This design comes from an exercise in tuning for small area on the open sky130 flow, not from production work. The RTL was checked by simulation tests, not by an equivalence proof against the original design. The clock input has no modelled driver; a real chip could not lean on it and would need a root buffer or a full tree. Power and IR drop assume default switching activity.

==> inputs of run a <==
==> flow/design.v (excerpt) <==
module utf8_codepoint_cell_width_core (
   input  logic               clock,
   input  logic               reset,
   input  logic               req_valid,
   output logic               req_ready,
   input  logic [7:0]         req_in_byte,
   output logic               rsp_valid,
   input  logic               rsp_ready,
   output logic [20:0]        rsp_code_point,
   output logic [2:0]         rsp_byte_count,
   output logic [1:0]         rsp_cell_width
);
export LEC_CHECK = 0
export ABC_AREA = 1
export CAP_MARGIN = 10
export CORE_MARGIN = 2
export CORE_UTILIZATION = 25
export GPL_TIMING_DRIVEN = 0
export PLACE_DENSITY = 0.4
export SLEW_MARGIN = 10
create_clock -name core_clock -period 10.0 [get_ports {clock}]
standard.sh (not shown) runs the stock make flow with config.mk's settings and CLKGATE_MAP_FILE= SYNTH_SCRIPT=/design/flow/synth_recipe.tcl, a recipe that flattens the netlist after the stock synthesis.
==> flow/flow/run.sh <==
#!/bin/bash
# Own layout flow: the standard synthesis, then an area-only re-map of its
# combinational logic (registers untouched), then the standard layout steps
# with small port buffers and a small clock tree.
# Each tool writes its full output to a log file of its own in this folder.
set -euo pipefail
W=$(pwd)
F=$W/flow
R=$W/orfs/results/$FLOW_PLATFORM/utf8_codepoint_cell_width_core/base

# 1. standard synthesis, unchanged
bash standard.sh synth > $W/log_1_standard_synth.txt 2>&1
cp $R/1_2_yosys.v $W/std_1_2_yosys.v

# 2. re-map the combinational logic for area (registers kept as they are):
#    try a few ABC mapping scripts and keep the smallest netlist
export REMAP_LIB=$FLOW_HOME/platforms/$FLOW_PLATFORM/lib/sky130_fd_sc_hd__tt_025C_1v80.lib
export REMAP_IN=$W/std_1_2_yosys.v
export REMAP_MID=$W/remap_mid.v
export REMAP_DONT_USE=$(sed -n '/^export DONT_USE_CELLS/,/^[^ ]*$/p' \
   $FLOW_HOME/platforms/$FLOW_PLATFORM/config.mk | grep -o 'sky130_fd_sc_hd__[a-z0-9_]*' | tr '\n' ' ')
yosys -c $F/remap1.tcl > $W/log_2_remap1.txt 2>&1
best=""; best_area=""
for s in $F/map_*.abc; do
   n=$(basename $s .abc)
   export REMAP_SCRIPT=$s REMAP_OUT=$W/remap_$n.v REMAP_STAT=$W/remap_$n.stat.txt
   if yosys -c $F/remap2.tcl > $W/log_3_remap2_$n.txt 2>&1; then
      a=$(grep 'Chip area' $REMAP_STAT | awk '{print $NF}')
      echo "$n $a" >> $W/remap_areas.txt
      if [[ -z "$best" ]] || awk "BEGIN{exit !($a < $best_area)}"; then best=$n; best_area=$a; fi
   fi
done
echo "chosen $best $best_area" >> $W/remap_areas.txt
cp $W/remap_$best.v $R/1_2_yosys.v

# 3. the standard layout from the re-mapped netlist; ports get the smallest
#    buffer, and the clock tree uses small buffers and no dummy loads
export BUFFER_PORTS_ARGS="-buffer_cell sky130_fd_sc_hd__buf_1"
export CTS_ARGS="-sink_clustering_enable -repair_clock_nets -dont_use_dummy_load -root_buf sky130_fd_sc_hd__clkbuf_8 -buf_list sky130_fd_sc_hd__clkbuf_8"
bash standard.sh finish > $W/log_4_standard_layout.txt 2>&1
test -f $W/out/final.def
Other scripts of this flow, unchanged in this note and not shown: flow/flow/map_a.abc, flow/flow/map_b.abc, flow/flow/map_c.abc, flow/flow/map_d.abc, flow/flow/map_e.abc, flow/flow/map_f.abc, flow/flow/map_g.abc, flow/flow/map_h.abc, flow/flow/map_i.abc, flow/flow/map_j.abc, flow/flow/map_k.abc, flow/flow/remap1.tcl, flow/flow/remap2.tcl
==> inputs of run b, as changes to run a <==
--- a/flow/flow/run.sh
+++ b/flow/flow/run.sh
@@ -39,2 +39,3 @@
 export CTS_ARGS="-sink_clustering_enable -repair_clock_nets -dont_use_dummy_load -root_buf sky130_fd_sc_hd__clkbuf_8 -buf_list sky130_fd_sc_hd__clkbuf_8"
+export POST_CTS_TCL=$F/post_cts.tcl
 bash standard.sh finish > $W/log_4_standard_layout.txt 2>&1
==> flow/flow/post_cts.tcl (new file) <==
# Collapse the clock tree to its root buffer: the design has only a couple
# dozen registers, which one strong clock buffer drives within the slew limit.
# Every leaf clock buffer that the root drives is removed and its sinks are
# moved onto the root buffer's output net.
set block [ord::get_db_block]
set clk_net [$block findNet clock]
set root ""
foreach it [$clk_net getITerms] {
   if {[$it isInputSignal] && [string match "sky130_fd_sc_hd__clkbuf_*" [[[$it getInst] getMaster] getName]]} {
      set root [$it getInst]
   }
}
if {$root ne ""} {
   set root_net [[$root findITerm X] getNet]
   set leaves {}
   foreach it [$root_net getITerms] {
      set inst [$it getInst]
      if {$inst ne $root && [$it isInputSignal] && [string match "sky130_fd_sc_hd__clkbuf_*" [[$inst getMaster] getName]]} {
         lappend leaves $inst
      }
   }
   foreach leaf $leaves {
      set out_net [[$leaf findITerm X] getNet]
      foreach it [$out_net getITerms] {
         if {[$it isInputSignal]} {
            $it disconnect
            $it connect $root_net
         }
      }
      puts "post_cts: removed leaf clock buffer [$leaf getName]"
      odb::dbInst_destroy $leaf
      odb::dbNet_destroy $out_net
   }
   # one buffer now drives every register: give it the strength for that
   set strong [[ord::get_db] findMaster sky130_fd_sc_hd__clkbuf_16]
   $root swapMaster $strong
   puts "post_cts: root clock buffer [$root getName] is now [$strong getName]"
   detailed_placement
   estimate_parasitics -placement
   report_check_types -max_slew -max_capacitance -violators
}
==> notes.md <==
Sequential power is about the same in run a and run b. In sequential cell count, run b and run a do not differ. Run b passed the timing, DRC and antenna checks. Run a finished clean. In combinational power, run b and run a hardly differ. In run a the clock power is higher than in run b, by about 27%.
==> figures <==
Fraction of the cycle the final worst path needs: run a 0.8559; run b 0.8515
Global-route track usage on met1: run a 0.4070; run b 0.4260
Post-route setup slack: run a 1.441 ns; run b 1.485 ns
Post-synthesis to final-layout area growth: run a 12.72%; run b 12.20%
Final #Nets: run a 601; run b 599
Detailed-routing iteration count for the pre-antenna-repair pass: run a 8; run b 9
Global-route wire length before repair: run a 30370 um; run b 30300 um
Result of the run: run a no timing/DRC/antenna violations; run b no timing/DRC/antenna violations
Global-route total usage across every layer: run a 0.3104; run b 0.3185
Sequential share of power: run a 0.312; run b 0.321

* * *

==> job 5026 <==
utf8_codepoint_cell_width_core, a different RTL version from the one above (not shown whole).
==> flow/config.mk <==
export PLATFORM = sky130hd
export DESIGN_NAME = utf8_codepoint_cell_width_core
export DESIGN_NICKNAME = utf8_codepoint_cell_width_core
export VERILOG_FILES = /design/flow/design.v
export SDC_FILE = /design/flow/constraint.sdc
export NUM_CORES = 4
export LEC_CHECK = 0
export ABC_AREA = 1
export CAP_MARGIN = 10
export CORE_MARGIN = 2
export CORE_UTILIZATION = 25
export GPL_TIMING_DRIVEN = 0
export PLACE_DENSITY = 0.4
export SLEW_MARGIN = 10
==> flow/constraint.sdc <==
create_clock -name core_clock -period 10.0 [get_ports {clock}]
set_input_delay 2.0000 -clock core_clock [delete_from_list [all_inputs] [get_ports {clock}]]
set_output_delay 2.0000 -clock core_clock [all_outputs]
set_load 0.01 [all_outputs]
==> flow/flow/run.sh <==
#!/bin/bash
# Own layout flow: the standard synthesis, then an area-only re-map of its
# combinational logic (registers untouched), then the standard layout steps
# with small port buffers and a one-buffer clock tree.
# Each tool writes its full output to a log file of its own in this folder.
set -euo pipefail
W=$(pwd)
F=$W/flow
R=$W/orfs/results/$FLOW_PLATFORM/utf8_codepoint_cell_width_core/base

# 1. standard synthesis, unchanged
bash standard.sh synth > $W/log_1_standard_synth.txt 2>&1
cp $R/1_2_yosys.v $W/std_1_2_yosys.v

# 2. re-map the combinational logic for area (registers kept as they are):
#    try a few ABC mapping scripts and keep the smallest netlist
export REMAP_LIB=$FLOW_HOME/platforms/$FLOW_PLATFORM/lib/sky130_fd_sc_hd__tt_025C_1v80.lib
export REMAP_IN=$W/std_1_2_yosys.v
export REMAP_MID=$W/remap_mid.v
export REMAP_DONT_USE=$(sed -n '/^export DONT_USE_CELLS/,/^[^ ]*$/p' \
   $FLOW_HOME/platforms/$FLOW_PLATFORM/config.mk | grep -o 'sky130_fd_sc_hd__[a-z0-9_]*' | tr '\n' ' ')
yosys -c $F/remap1.tcl > $W/log_2_remap1.txt 2>&1
best=""; best_area=""
for s in $F/map_*.abc; do
   n=$(basename $s .abc)
   export REMAP_SCRIPT=$s REMAP_OUT=$W/remap_$n.v REMAP_STAT=$W/remap_$n.stat.txt
   if yosys -c $F/remap2.tcl > $W/log_3_remap2_$n.txt 2>&1; then
      a=$(grep 'Chip area' $REMAP_STAT | awk '{print $NF}')
      echo "$n $a" >> $W/remap_areas.txt
      if [[ -z "$best" ]] || awk "BEGIN{exit !($a < $best_area)}"; then best=$n; best_area=$a; fi
   fi
done
echo "chosen $best $best_area" >> $W/remap_areas.txt
cp $W/remap_$best.v $R/1_2_yosys.v

# 3. the standard layout from the re-mapped netlist; ports get the smallest
#    buffer, the clock tree uses no dummy loads, and after CTS the tree is
#    collapsed to one strong root buffer (post_cts.tcl)
export BUFFER_PORTS_ARGS="-buffer_cell sky130_fd_sc_hd__buf_1"
export CTS_ARGS="-sink_clustering_enable -repair_clock_nets -dont_use_dummy_load -root_buf sky130_fd_sc_hd__clkbuf_8 -buf_list sky130_fd_sc_hd__clkbuf_8"
export POST_CTS_TCL=$F/post_cts.tcl
bash standard.sh finish > $W/log_4_standard_layout.txt 2>&1
test -f $W/out/final.def
Other scripts of this flow, unchanged in this note and not shown: flow/flow/map_a.abc, flow/flow/map_b.abc, flow/flow/map_c.abc, flow/flow/map_d.abc, flow/flow/map_e.abc, flow/flow/map_f.abc, flow/flow/map_g.abc, flow/flow/map_h.abc, flow/flow/map_i.abc, flow/flow/map_j.abc, flow/flow/map_k.abc, flow/flow/map_l.abc, flow/flow/map_m.abc, flow/flow/map_n.abc, flow/flow/map_o.abc, flow/flow/map_p.abc, flow/flow/post_cts.tcl, flow/flow/remap1.tcl, flow/flow/remap2.tcl
==> job 4010 (differences from job 5026) <==
- CORE_UTILIZATION: 25 -> 30
- PLACE_DENSITY: 0.4 -> 0.45
==> notes.md <==
- Sequential share of layout area is about the same in job 5026 and job 4010.
- Of job 5026 and job 4010, job 4010 has the higher clock power (gap about 4%, measured against job 4010).
- In final area, job 5026 and job 4010 hardly differ.
- Of job 4010 and job 5026, job 5026 has the higher register-to-register slack (gap 0.03 ns).
- Of job 5026 and job 4010, job 4010 has the higher global-route usage (gap 2.3 points).
- Against job 4010, the worst hold slack of job 5026 is higher by 0.0052 ns.
- In clock-buffer cell count, job 5026 and job 4010 do not differ.
- Against job 4010, the die area of job 5026 is larger by 19%.
- Between job 4010 and job 5026, the lower routed wire length is in job 4010 (gap about 7%, measured against job 5026).
==> figures <==
| item | job 5026 | job 4010 |
|---|---|---|
| Slew at the pin closest to its max-slew limit | 1.21 ns | 1.23 ns |
| Placer's final routability congestion estimate | 1.01 | 1.06 |
| Worst Clk Skew | 0.00511 ns | 0.00291 ns |
| Number of fill cells in the layout | 1341 | 1158 |
| Standby leakage power | 0.000988 µW | 0.000994 µW |
| Crit. path cell count | 15 | 14 |
| Vias per inst | 6.92 | 7.16 |
| GRT met3 Usage | 6.93% | 6.11% |
| Clock-cell share | 0.730% | 0.731% |
| Power Sequential | 163 µW | 162 µW |
| FP Rows | 40 | 36 |
| Max Fanout on Critical Path | 38 | 30 |
| Beginning of the worst register-to-register path | u_decode.part_ff[4] | u_decode.part_ff[10] |
| Sequential fraction of design power | 38.2% | 38.3% |
| Outcome | no timing/DRC/antenna violations | no timing/DRC/antenna violations |
| Maximum resistive drop on vdd | 70.5 µV | 94.4 µV |
| Post-Place Worst Slack | 3.14 ns | 3.21 ns |
| Layout-to-synthesis area ratio | 1.123x | 1.122x |
| Total met3 wirelength after detailed routing | 2350 µm | 2100 µm |
| Via count | 4682 | 4747 |

* * *

==> yarrow <==
utf8_codepoint_cell_width_core, a different RTL version from the one above (not shown whole).
==> flow/config.mk <==
export PLATFORM = sky130hd
export DESIGN_NAME = utf8_codepoint_cell_width_core
export DESIGN_NICKNAME = utf8_codepoint_cell_width_core
export VERILOG_FILES = /design/flow/design.v
export SDC_FILE = /design/flow/constraint.sdc
export NUM_CORES = 4
export LEC_CHECK = 0
export ABC_AREA = 1
export CAP_MARGIN = 10
export CORE_MARGIN = 2
export CORE_UTILIZATION = 25
export GPL_TIMING_DRIVEN = 0
export PLACE_DENSITY = 0.4
export SLEW_MARGIN = 10
==> flow/constraint.sdc <==
create_clock -name core_clock -period 10.0 [get_ports {clock}]
set_input_delay 2.0000 -clock core_clock [delete_from_list [all_inputs] [get_ports {clock}]]
set_output_delay 2.0000 -clock core_clock [all_outputs]
set_load 0.01 [all_outputs]
==> flow/flow/run.sh <==
#!/bin/bash
# Own layout flow: the standard synthesis, then an area-only re-map of its
# combinational logic (registers untouched), then the standard layout steps
# with small port buffers and a small clock tree.
# Each tool writes its full output to a log file of its own in this folder.
set -euo pipefail
W=$(pwd)
F=$W/flow
R=$W/orfs/results/$FLOW_PLATFORM/utf8_codepoint_cell_width_core/base

# 1. standard synthesis, unchanged
bash standard.sh synth > $W/log_1_standard_synth.txt 2>&1
cp $R/1_2_yosys.v $W/std_1_2_yosys.v

# 2. re-map the combinational logic for area (registers kept as they are):
#    try a few ABC mapping scripts and keep the smallest netlist
export REMAP_LIB=$FLOW_HOME/platforms/$FLOW_PLATFORM/lib/sky130_fd_sc_hd__tt_025C_1v80.lib
export REMAP_IN=$W/std_1_2_yosys.v
export REMAP_MID=$W/remap_mid.v
export REMAP_DONT_USE=$(sed -n '/^export DONT_USE_CELLS/,/^[^ ]*$/p' \
   $FLOW_HOME/platforms/$FLOW_PLATFORM/config.mk | grep -o 'sky130_fd_sc_hd__[a-z0-9_]*' | tr '\n' ' ')
yosys -c $F/remap1.tcl > $W/log_2_remap1.txt 2>&1
best=""; best_area=""
for s in $F/map_*.abc; do
   n=$(basename $s .abc)
   export REMAP_SCRIPT=$s REMAP_OUT=$W/remap_$n.v REMAP_STAT=$W/remap_$n.stat.txt
   if yosys -c $F/remap2.tcl > $W/log_3_remap2_$n.txt 2>&1; then
      a=$(grep 'Chip area' $REMAP_STAT | awk '{print $NF}')
      echo "$n $a" >> $W/remap_areas.txt
      if [[ -z "$best" ]] || awk "BEGIN{exit !($a < $best_area)}"; then best=$n; best_area=$a; fi
   fi
done
echo "chosen $best $best_area" >> $W/remap_areas.txt
cp $W/remap_$best.v $R/1_2_yosys.v

# 3. the standard layout from the re-mapped netlist; ports get the smallest
#    buffer, and the clock tree uses small buffers and no dummy loads
export BUFFER_PORTS_ARGS="-buffer_cell sky130_fd_sc_hd__buf_1"
export CTS_ARGS="-sink_clustering_enable -repair_clock_nets -dont_use_dummy_load -sink_clustering_size 30 -sink_clustering_max_diameter 500 -root_buf sky130_fd_sc_hd__clkbuf_8 -buf_list sky130_fd_sc_hd__clkbuf_8"
bash standard.sh finish > $W/log_4_standard_layout.txt 2>&1
test -f $W/out/final.def
Other scripts of this flow, unchanged in this note and not shown: flow/flow/map_a.abc, flow/flow/map_b.abc, flow/flow/map_c.abc, flow/flow/map_d.abc, flow/flow/map_e.abc, flow/flow/map_f.abc, flow/flow/remap1.tcl, flow/flow/remap2.tcl
==> cedar (differences from yarrow) <==
--- a/flow/flow/run.sh
+++ b/flow/flow/run.sh
@@ -38,3 +38,3 @@
 export BUFFER_PORTS_ARGS="-buffer_cell sky130_fd_sc_hd__buf_1"
-export CTS_ARGS="-sink_clustering_enable -repair_clock_nets -dont_use_dummy_load -sink_clustering_size 30 -sink_clustering_max_diameter 500 -root_buf sky130_fd_sc_hd__clkbuf_8 -buf_list sky130_fd_sc_hd__clkbuf_8"
+export CTS_ARGS="-sink_clustering_enable -repair_clock_nets -dont_use_dummy_load -root_buf sky130_fd_sc_hd__clkbuf_8 -buf_list sky130_fd_sc_hd__clkbuf_8"
 bash standard.sh finish > $W/log_4_standard_layout.txt 2>&1
==> notes <==
- In area after synthesis, cedar and yarrow do not differ.
- Routed wire length is the same in cedar and yarrow.
- Sequential share of layout area is the same in yarrow and cedar.
- Non-clock buffer count is the same in yarrow and cedar.
- Clock skew is the same in cedar and yarrow.
==> figures <==
| item | yarrow | cedar |
|---|---|---|
| Number of vias in the routed layout | 5078 | 5078 |
| Area of the mapped netlist | 3224 µm² | 3224 µm² |
| Detailed Routing Iterations Pass 1 | 6 | 6 |
| Clock-pin slew reported for the worst setup and hold paths after clock tree synthesis | 0.09 ns | 0.09 ns |
| Cell count after synthesis | 523 | 523 |
| # clk buffers | 3 | 3 |
| Slowest stage delay, CP | 1.17 ns | 1.17 ns |
| R2r endpoint | u_decode.part_ff[8] | u_decode.part_ff[8] |
| Status | no timing/DRC/antenna violations | no timing/DRC/antenna violations |
| Share of post-route cells with drive strength above 1 | 0.01590 | 0.01590 |
| Number of levels the H-tree was split into | 1 | 1 |
| Placed instance count | 735 | 735 |

## afterwards: timing with drivers on the ports
The flow's constraints put no driver on any port. The routed layouts listed below were extracted and timed again, unchanged, in two steps. Step 1, drivers: a clkbuf_16 drives clock and a buf_2 each remaining input, both assumed. Step 2 also shifts input and output timing later by t, the mid clock arrival at the registers, as if the neighbouring blocks saw the same clock. Three values: ideal, step 1, step 2; two values: the first two.
| run | t (ns) | setup WS [ns] | hold slack, ns | worst setup path after step 2 |
|---|---|---|---|---|
| run a | 0.301 | 1.441 / 1.409 / 1.711 | 0.517 / 0.517 / 0.517 | register to output |
| run b | 0.203 | 1.485 / 1.449 / 1.652 | 0.522 / 0.522 / 0.522 | register to output |
| job 5026 | 0.189 | 2.870 / 2.839 / 3.028 | 0.516 / 0.516 / 0.516 | register to output |
| job 4010 | 0.191 | 2.789 / 2.759 / 2.950 | 0.511 / 0.511 / 0.511 | register to output |
| yarrow | 0.284 | 2.157 / 2.132 / 2.417 | 0.531 / 0.531 / 0.531 | register to output |
| cedar | 0.284 | 2.157 / 2.132 / 2.417 | 0.531 / 0.531 / 0.531 | register to output |
After both steps setup and hold are still met in every run listed.
